Background: an optimization exercise with open tools, aiming at small area, a short achievable clock period and few clock cycles per item. Do not read the settings as production practice. The RTL was checked by simulation tests, not by an equivalence proof against the original design. Power is estimated from default activity; no workload was simulated.

run 1:
## dcache
module dcache (
	input logic CLK,
	input logic nRST,
	input logic dmemREN,
	input logic dmemWEN,
	input dcache_pkg::word_t dmemaddr,
	input dcache_pkg::word_t dmemstore,
	input logic halt,
	output logic dhit,
	output dcache_pkg::word_t dmemload,
	output logic flushed,
	input logic dwait,
	input dcache_pkg::word_t dload,
	output logic dREN,
	output logic dWEN,
	output dcache_pkg::word_t daddr,
	output dcache_pkg::word_t dstore
);
Size in the first run: roughly 1600 flip-flops, about 200 I/O pins, about 69000 µm² of cells after synthesis.
clock: 8.0 ns
lec_check: 0
cap_margin: 20
cell_pad_in_sites_detail_placement: 1
cell_pad_in_sites_global_placement: 2
core_margin: 2
core_utilization: 50
cts_buf_list: sky130_fd_sc_hd__clkbuf_8
cts_cluster_diameter: 40
cts_cluster_size: 20
place_density: 0.6
setup_slack_margin: 4.2
slew_margin: 30
tns_end_percent: 5
standard.sh (not shown) runs the stock make flow with config.mk's settings and CLKGATE_MAP_FILE= SYNTH_SCRIPT=/design/flow/synth_recipe.tcl, a recipe that flattens the netlist after the stock synthesis.
==> flow/flow/run.sh <==
#!/bin/bash
# The standard layout, with plain buffers (buf_4) as the port buffers instead of
# the delay cell that buffer_ports picks by itself. Every port is still buffered.
set -euo pipefail
export BUFFER_PORTS_ARGS="-buffer_cell sky130_fd_sc_hd__buf_4"
bash standard.sh > standard_flow.log 2>&1
Testbench counts of run 1, summed over its fixed seeds: cycles 84,822, requests 24,000.
For run 2, these inputs were changed with respect to run 1:
diff --git a/flow/design.v b/flow/design.v
--- a/flow/design.v
+++ b/flow/design.v
@@ -182,22 +182,22 @@
 		offq <= off;
 		storeq <= store;
 		m0q <= m0;
 		m1q <= m1;
 		hpq <= hp;
 		dmemload_q <= m1 ? (off ? y11 : y10) : (off ? y01 : y00);
-		if (go_miss) begin
+		if (look & free) begin
 			pidx <= idx;
 			pway <= vway;
 			have <= 2'b00;
 		end else begin
 			if (fill0_done) have[0] <= 1'b1;
 			if (fill1_done) have[1] <= 1'b1;
 			if (stnow | (stwait & ~dwait) | (sthit & hpq)) have[offq] <= 1'b1;
 		end
-		if (go_miss) begin
+		if (look & free) begin
 			daddr_q <= {vdirty ? vtag : atag, idx, 1'b0};
 			dstore_q <= vway ? y10 : y00;
 		end else if (st_flp) begin
 			daddr_q <= {vtag, fidx, 1'b0};
 			dstore_q <= fway ? y10 : y00;
 		end else if (wb0_done) begin
Results
Run 2 went all the way through the flow, and no timing, DRC or antenna check failed. | sequential power | run 2 vs run 1 | ≈ equal |. Run 1 → run 2: count of non-filler cells in the finished layout down 83; number of DRC markers after the initial detailed-route iteration up 889; minimum hold slack flat; power flat; worst slew margin relative to its limit up 4.3 points. Diff run 1 and run 2: non-clock buffer total of the final layout lower in run 1. Cmp run 2 vs run 1: maximum frequency higher in run 2. Taking run 1 as the reference, in run 2 fraction of area in multi-input gates has decreased, maximum cell stage delay along the critical path has decreased, worst setup slack has increased. Utilization run 1 -> run 2: up. Count of clock-buffer cells in the layout: run 2 > run 1. Lower post-synthesis average cell area was reported by run 1, not run 2.
Testbench counts of run 2, summed over its fixed seeds: cycles 84,822, requests 24,000.

========
10-22:
The RTL this note starts from:
==> flow/design.v <==
package dcache_pkg;
	localparam int N_SETS = 8;
	localparam int IDX_W  = 3;
	localparam int TAG_W  = 26;
	typedef logic [31:0] word_t;
	typedef logic [TAG_W-1:0] tag_t;
	typedef logic [IDX_W-1:0] idx_t;
endpackage
`timescale 1ns/1ps
module dcache (
	input logic CLK,
	input logic nRST,
	input logic dmemREN,
	input logic dmemWEN,
	input dcache_pkg::word_t dmemaddr,
	input dcache_pkg::word_t dmemstore,
	input logic halt,
	output logic dhit,
	output dcache_pkg::word_t dmemload,
	output logic flushed,
	input logic dwait,
	input dcache_pkg::word_t dload,
	output logic dREN,
	output logic dWEN,
	output dcache_pkg::word_t daddr,
	output dcache_pkg::word_t dstore
);
	localparam int NS = dcache_pkg::N_SETS;
	logic [NS-1:0][25:0] tag0, tag1;
	logic [NS-1:0][31:0] dat00, dat01, dat10, dat11;   
	logic [NS-1:0] dirty0, dirty1, valid0, valid1;
	logic [NS-1:0] lru;   
	logic st_wb0, st_wb1;     
	logic st_fill0, st_fill1;   
	logic st_flp;     
	logic st_fl;      
	logic st_done;    
	logic fword;
	logic bg;         
	logic idle;
	logic dhit_q, cm_q;   
	logic dren_q, dwen_q, flushed_q;
	logic [29:0] daddr_q;
	logic [31:0] dstore_q, dmemload_q;
	logic [NS-1:0] decq;
	logic offq, storeq, m0q, m1q, hpq;
	logic [2:0] pidx;
	logic pway;
	logic [1:0] have;   
	logic req, store;
	logic [2:0] idx;
	logic off;
	logic [25:0] atag;
	logic [NS-1:0] dec, pdec;
	assign req = dmemREN | dmemWEN;
	assign store = dmemWEN;
	assign idx = dmemaddr[5:3];
	assign off = dmemaddr[2];
	assign atag = dmemaddr[31:6];
	assign idle = ~(st_wb0 | st_wb1 | st_fill0 | st_fill1 | st_flp | st_fl | st_done);
	always_comb begin
		for (int s = 0; s < NS; s++) begin
			dec[s] = (idx == s);
			pdec[s] = (pidx == s);
		end
	end
	logic [NS-1:0] g0, g1;
	logic anyd, fway, flushing;
	logic [2:0] fidx;
	always_comb begin
		logic seen;
		seen = 1'b0;
		for (int s = 0; s < NS; s++) begin
			g0[s] = dirty0[s] & ~seen;
			seen = seen | dirty0[s];
		end
		for (int s = 0; s < NS; s++) begin
			g1[s] = dirty1[s] & ~seen;
			seen = seen | dirty1[s];
		end
		fidx = '0;
		for (int s = 0; s < NS; s++) if (g0[s] | g1[s]) fidx = 3'(s);
	end
	assign anyd = |{dirty0, dirty1};
	assign fway = ~(|dirty0);
	assign flushing = st_flp | st_fl;
	logic [NS-1:0] rsel0, rsel1;
	assign rsel0 = flushing ? g0 : dec;
	assign rsel1 = flushing ? g1 : dec;
	logic [31:0] y00, y01, y10, y11;
	always_comb begin
		y00 = '0; y01 = '0; y10 = '0; y11 = '0;
		for (int s = 0; s < NS; s++) begin
			y00 = y00 | (dat00[s] & {32{rsel0[s]}});
			y01 = y01 | (dat01[s] & {32{rsel0[s]}});
			y10 = y10 | (dat10[s] & {32{rsel1[s]}});
			y11 = y11 | (dat11[s] & {32{rsel1[s]}});
		end
	end
	logic [NS-1:0] eq0, eq1;
	logic m0, m1, hit, vway, vdirty;
	always_comb begin
		for (int s = 0; s < NS; s++) begin
			eq0[s] = valid0[s] & (tag0[s] == atag);
			eq1[s] = valid1[s] & (tag1[s] == atag);
		end
	end
	assign m0 = |(eq0 & dec);
	assign m1 = |(eq1 & dec);
	assign hit = m0 | m1;
	assign vway = |(lru & dec);
	assign vdirty = vway ? |(dirty1 & dec) : |(dirty0 & dec);
	logic [NS-1:0] tsel0, tsel1;
	logic [25:0] vtag;
	always_comb begin
		for (int s = 0; s < NS; s++) begin
			tsel0[s] = flushing ? g0[s] : (dec[s] & ~lru[s]);
			tsel1[s] = flushing ? g1[s] : (dec[s] & lru[s]);
		end
		vtag = '0;
		for (int s = 0; s < NS; s++) begin
			vtag = vtag | (tag0[s] & {26{tsel0[s]}}) | (tag1[s] & {26{tsel1[s]}});
		end
	end
	logic look, hp, st_conf, hit_ok, go_hit, free, go_miss;
	logic wb0_done, wb1_done, fill0_done, fill1_done, fl_done;
	assign wb0_done = st_wb0 & ~dwait;
	assign wb1_done = st_wb1 & ~dwait;
	assign fill0_done = st_fill0 & ~dwait;
	assign fill1_done = st_fill1 & ~dwait;
	assign fl_done = st_fl & ~dwait;
	assign look = req & ~dhit_q;
	assign hp = bg & (idx == pidx) & (pway ? m1 : m0);
	assign hit_ok = hit & ~(hp & ~store & ~have[off]);
	assign st_conf = store & bg & ~have[off] &
			(off ? ((st_fill1 & dwait) | fill0_done) : (st_fill0 & dwait));
	assign go_hit = look & (idle | bg) & hit_ok & ~st_conf;
	assign free = idle | (bg & fill1_done);
	assign go_miss = look & free & ~hit;
	logic inst;
	assign inst = (dhit_q & cm_q) | (wb1_done & storeq) |
			(fill0_done & ~bg & ~storeq & ~offq) | (fill1_done & ~bg);
	assign dhit = dhit_q | (wb1_done & storeq) | (fill0_done & ~bg & ~storeq & ~offq) |
			(fill1_done & ~bg);
	assign dmemload = ((st_fill0 | st_fill1) & ~bg) ? dload : dmemload_q;
	assign dREN = dren_q;
	assign dWEN = dwen_q;
	assign daddr = {daddr_q, 2'b00};
	assign dstore = dstore_q;
	assign flushed = flushed_q;
	logic sthit, stmiss, fw0, fw1;
	assign sthit = dhit_q & ~cm_q & storeq;
	assign stmiss = inst & storeq;
	assign fw0 = fill0_done & ~have[0] & ~(stmiss & ~offq);
	assign fw1 = fill1_done & ~have[1] & ~(stmiss & offq);
	logic [31:0] wd0, wd1;   
	assign wd0 = fw0 ? dload : dmemstore;
	assign wd1 = fw1 ? dload : dmemstore;
	always_ff @(posedge CLK) begin
		for (int s = 0; s < NS; s++) begin
			if ((fw0 & ~pway & pdec[s]) | (((sthit & m0q & decq[s]) | (stmiss & ~pway & pdec[s])) & ~offq))
				dat00[s] <= wd0;
			if ((fw1 & ~pway & pdec[s]) | (((sthit & m0q & decq[s]) | (stmiss & ~pway & pdec[s])) & offq))
				dat01[s] <= wd1;
			if ((fw0 & pway & pdec[s]) | (((sthit & m1q & decq[s]) | (stmiss & pway & pdec[s])) & ~offq))
				dat10[s] <= wd0;
			if ((fw1 & pway & pdec[s]) | (((sthit & m1q & decq[s]) | (stmiss & pway & pdec[s])) & offq))
				dat11[s] <= wd1;
			if (inst & pdec[s] & ~pway) tag0[s] <= atag;
			if (inst & pdec[s] & pway) tag1[s] <= atag;
		end
		decq <= dec;
		offq <= off;
		storeq <= store;
		m0q <= m0;
		m1q <= m1;
		hpq <= hp;
		dmemload_q <= m1 ? (off ? y11 : y10) : (off ? y01 : y00);
		if (go_miss) begin
			pidx <= idx;
			pway <= vway;
			have <= 2'b00;
		end else begin
			if (fill0_done) have[0] <= 1'b1;
			if (fill1_done) have[1] <= 1'b1;
			if (stmiss | (sthit & hpq)) have[offq] <= 1'b1;
		end
		if (go_miss) begin
			daddr_q <= {vdirty ? vtag : atag, idx, 1'b0};
			dstore_q <= vway ? y10 : y00;
		end else if (st_flp) begin
			daddr_q <= {vtag, fidx, 1'b0};
			dstore_q <= fway ? y10 : y00;
		end else if (wb0_done) begin
			daddr_q[0] <= 1'b1;
			dstore_q <= pway ? y11 : y01;
		end else if (fl_done & ~fword) begin
			daddr_q[0] <= 1'b1;
			dstore_q <= fway ? y11 : y01;
		end else if (wb1_done) begin
			daddr_q <= {atag, idx, 1'b0};
		end else if (fill0_done) begin
			daddr_q[0] <= 1'b1;
		end
	end
	always_ff @(posedge CLK, negedge nRST) begin
		if (!nRST) begin
			valid0 <= '0;
			valid1 <= '0;
			dirty0 <= '0;
			dirty1 <= '0;
			lru <= '0;
		end else begin
			for (int s = 0; s < NS; s++) begin
				if (dhit_q & ~cm_q & decq[s]) begin
					lru[s] <= m0q;   
					if (storeq & m0q) dirty0[s] <= 1'b1;
					if (storeq & m1q) dirty1[s] <= 1'b1;
				end
				if (inst & pdec[s]) begin
					lru[s] <= ~pway;
					if (~pway) begin
						valid0[s] <= 1'b1;
						dirty0[s] <= storeq;
					end else begin
						valid1[s] <= 1'b1;
						dirty1[s] <= storeq;
					end
				end
				if (fl_done & fword) begin
					if (g0[s]) dirty0[s] <= 1'b0;
					if (g1[s]) dirty1[s] <= 1'b0;
				end
			end
		end
	end
	always_ff @(posedge CLK, negedge nRST) begin
		if (!nRST) begin
			st_wb0 <= 1'b0;
			st_wb1 <= 1'b0;
			st_fill0 <= 1'b0;
			st_fill1 <= 1'b0;
			st_flp <= 1'b0;
			st_fl <= 1'b0;
			st_done <= 1'b0;
			fword <= 1'b0;
			bg <= 1'b0;
			dhit_q <= 1'b0;
			cm_q <= 1'b0;
			dren_q <= 1'b0;
			dwen_q <= 1'b0;
			flushed_q <= 1'b0;
		end else begin
			dhit_q <= go_hit;
			cm_q <= 1'b0;
			if (inst) bg <= 1'b1;
			if (wb0_done) begin
				st_wb0 <= 1'b0;
				st_wb1 <= 1'b1;
			end
			if (wb1_done) begin
				st_wb1 <= 1'b0;
				st_fill0 <= 1'b1;
				dwen_q <= 1'b0;
				dren_q <= 1'b1;
			end
			if (fill0_done) begin
				st_fill0 <= 1'b0;
				st_fill1 <= 1'b1;
			end
			if (fill1_done) begin
				st_fill1 <= 1'b0;
				dren_q <= 1'b0;
				bg <= 1'b0;
			end
			if (idle & halt & ~req) st_flp <= 1'b1;
			if (st_flp) begin
				st_flp <= 1'b0;
				if (anyd) begin
					st_fl <= 1'b1;
					fword <= 1'b0;
					dwen_q <= 1'b1;
				end else begin
					st_done <= 1'b1;
					flushed_q <= 1'b1;
				end
			end
			if (fl_done) begin
				fword <= 1'b1;
				if (fword) begin
					st_fl <= 1'b0;
					st_flp <= 1'b1;
					dwen_q <= 1'b0;
				end
			end
			if (go_miss) begin
				bg <= 1'b0;
				if (vdirty) begin
					st_wb0 <= 1'b1;
					dwen_q <= 1'b1;
				end else begin
					st_fill0 <= 1'b1;
					dren_q <= 1'b1;
					if (store) begin
						dhit_q <= 1'b1;
						cm_q <= 1'b1;
					end
				end
			end
		end
	end
endmodule
==> flow/config.mk <==
export PLATFORM = sky130hd
export DESIGN_NAME = dcache
export DESIGN_NICKNAME = dcache
export VERILOG_FILES = /design/flow/design.v
export SDC_FILE = /design/flow/constraint.sdc
export NUM_CORES = 4
export LEC_CHECK = 0
export CAP_MARGIN = 20
export CELL_PAD_IN_SITES_DETAIL_PLACEMENT = 1
export CELL_PAD_IN_SITES_GLOBAL_PLACEMENT = 2
export CORE_MARGIN = 2
export CORE_UTILIZATION = 50
export CTS_BUF_LIST = sky130_fd_sc_hd__clkbuf_8
export CTS_CLUSTER_DIAMETER = 40
export CTS_CLUSTER_SIZE = 20
export PLACE_DENSITY = 0.6
export SETUP_SLACK_MARGIN = 4.2
export SLEW_MARGIN = 20
export TNS_END_PERCENT = 20
==> flow/constraint.sdc <==
create_clock -name core_clock -period 8.0 [get_ports {CLK}]
set_input_delay 1.6000 -clock core_clock [delete_from_list [all_inputs] [get_ports {CLK}]]
set_output_delay 1.6000 -clock core_clock [all_outputs]
set_load 0.01 [all_outputs]
Scripts as last shown in full above: flow/flow/run.sh
Testbench counts of 10-22, summed over its fixed seeds: cycles 84,822, requests 24,000.
Inputs modified between 10-22 and 10-15:
--- a/flow/design.v
+++ b/flow/design.v
@@ -135,39 +135,48 @@
 	assign st_conf = store & bg & ~have[off] &
 			(off ? ((st_fill1 & dwait) | fill0_done) : (st_fill0 & dwait));
 	assign go_hit = look & (idle | bg) & hit_ok & ~st_conf;
 	assign free = idle | (bg & fill1_done);
 	assign go_miss = look & free & ~hit;
-	logic inst;
-	assign inst = (dhit_q & cm_q) | (wb1_done & storeq) |
-			(fill0_done & ~bg & ~storeq & ~offq) | (fill1_done & ~bg);
-	assign dhit = dhit_q | (wb1_done & storeq) | (fill0_done & ~bg & ~storeq & ~offq) |
-			(fill1_done & ~bg);
-	assign dmemload = ((st_fill0 | st_fill1) & ~bg) ? dload : dmemload_q;
+	logic inst, cdone;
+	assign cdone = (st_wb1 & storeq) | (st_fill0 & ~bg & ~storeq & ~offq) | (st_fill1 & ~bg);
+	assign inst = (dhit_q & cm_q) | (cdone & ~dwait);
+	assign dhit = dhit_q | (cdone & ~dwait);
+	assign dmemload = dhit_q ? dmemload_q : dload;
 	assign dREN = dren_q;
 	assign dWEN = dwen_q;
 	assign daddr = {daddr_q, 2'b00};
 	assign dstore = dstore_q;
 	assign flushed = flushed_q;
-	logic sthit, stmiss, fw0, fw1;
+	logic sthit, stnow, stwait, fp0, fp1;
 	assign sthit = dhit_q & ~cm_q & storeq;
-	assign stmiss = inst & storeq;
-	assign fw0 = fill0_done & ~have[0] & ~(stmiss & ~offq);
-	assign fw1 = fill1_done & ~have[1] & ~(stmiss & offq);
+	assign stnow = dhit_q & cm_q & storeq;   
+	assign stwait = st_wb1 & storeq;         
+	assign fp0 = st_fill0 & ~have[0] & ~(stnow & ~offq);
+	assign fp1 = st_fill1 & ~have[1];
 	logic [31:0] wd0, wd1;   
-	assign wd0 = fw0 ? dload : dmemstore;
-	assign wd1 = fw1 ? dload : dmemstore;
+	assign wd0 = fp0 ? dload : dmemstore;
+	assign wd1 = fp1 ? dload : dmemstore;
+	logic [NS-1:0] en00, en01, en10, en11;
+	always_comb begin
+		for (int s = 0; s < NS; s++) begin
+			en00[s] = (~offq & ((sthit & m0q & decq[s]) | (stnow & ~pway & pdec[s]))) |
+				(~dwait & ~pway & pdec[s] & (fp0 | (stwait & ~offq)));
+			en01[s] = (offq & ((sthit & m0q & decq[s]) | (stnow & ~pway & pdec[s]))) |
+				(~dwait & ~pway & pdec[s] & (fp1 | (stwait & offq)));
+			en10[s] = (~offq & ((sthit & m1q & decq[s]) | (stnow & pway & pdec[s]))) |
+				(~dwait & pway & pdec[s] & (fp0 | (stwait & ~offq)));
+			en11[s] = (offq & ((sthit & m1q & decq[s]) | (stnow & pway & pdec[s]))) |
+				(~dwait & pway & pdec[s] & (fp1 | (stwait & offq)));
+		end
+	end
 	always_ff @(posedge CLK) begin
 		for (int s = 0; s < NS; s++) begin
-			if ((fw0 & ~pway & pdec[s]) | (((sthit & m0q & decq[s]) | (stmiss & ~pway & pdec[s])) & ~offq))
-				dat00[s] <= wd0;
-			if ((fw1 & ~pway & pdec[s]) | (((sthit & m0q & decq[s]) | (stmiss & ~pway & pdec[s])) & offq))
-				dat01[s] <= wd1;
-			if ((fw0 & pway & pdec[s]) | (((sthit & m1q & decq[s]) | (stmiss & pway & pdec[s])) & ~offq))
-				dat10[s] <= wd0;
-			if ((fw1 & pway & pdec[s]) | (((sthit & m1q & decq[s]) | (stmiss & pway & pdec[s])) & offq))
-				dat11[s] <= wd1;
+			if (en00[s]) dat00[s] <= wd0;
+			if (en01[s]) dat01[s] <= wd1;
+			if (en10[s]) dat10[s] <= wd0;
+			if (en11[s]) dat11[s] <= wd1;
 			if (inst & pdec[s] & ~pway) tag0[s] <= atag;
 			if (inst & pdec[s] & pway) tag1[s] <= atag;
 		end
 		decq <= dec;
 		offq <= off;
@@ -181,11 +190,11 @@
 			pway <= vway;
 			have <= 2'b00;
 		end else begin
 			if (fill0_done) have[0] <= 1'b1;
 			if (fill1_done) have[1] <= 1'b1;
-			if (stmiss | (sthit & hpq)) have[offq] <= 1'b1;
+			if (stnow | (stwait & ~dwait) | (sthit & hpq)) have[offq] <= 1'b1;
 		end
 		if (go_miss) begin
 			daddr_q <= {vdirty ? vtag : atag, idx, 1'b0};
 			dstore_q <= vway ? y10 : y00;
 		end else if (st_flp) begin
==> notes.md <==
10-15 ended with every stage complete and zero timing, DRC or antenna violations. The die outline height of 10-15 is higher than that of 10-22. Via count normalized by instance count in 10-15 is 1.2% higher than in 10-22. 10-15 vs 10-22 — switching component of the power climbed by a few percent. Sort 10-15 and 10-22 by first-pass GRT wire length, ascending, and 10-22 comes first. 10-15: sequential power share higher than 10-22. Worst setup slack came out higher on 10-15 than on 10-22.
Testbench counts of 10-15, summed over its fixed seeds: cycles 84,822, requests 24,000.

what the ideal ports hide:
How much do the figures lean on ideal ports? The routed layouts below were timed once more, with nothing changed but the port constraints. Step 1 sets driving cells, clkbuf_16 on the clock port and buf_2 on the other inputs (assumed; they add their load-dependent delay and slew). Step 2, shift: input delay + t, output delay - t, t = (earliest + latest rising clock arrival at the registers) / 2. This alone moves slack from input paths to output paths. Slacks: ideal / step 1 / step 2; pairs: ideal / step 1.
run	t (ns)	setup slack, ns	hold slack, ns
run 1	1.021	3.991 / 3.982 / 3.020	0.476 / 0.454 / 0.476
run 2	1.024	4.037 / 3.959 / 3.060	0.475 / 0.475 / 0.475
10-22	1.042	3.910 / 3.827 / 3.023	0.469 / 0.469 / 0.469
10-15	1.032	4.088 / 4.024 / 3.111	0.471 / 0.471 / 0.471
After both steps setup and hold are still met in every run listed.
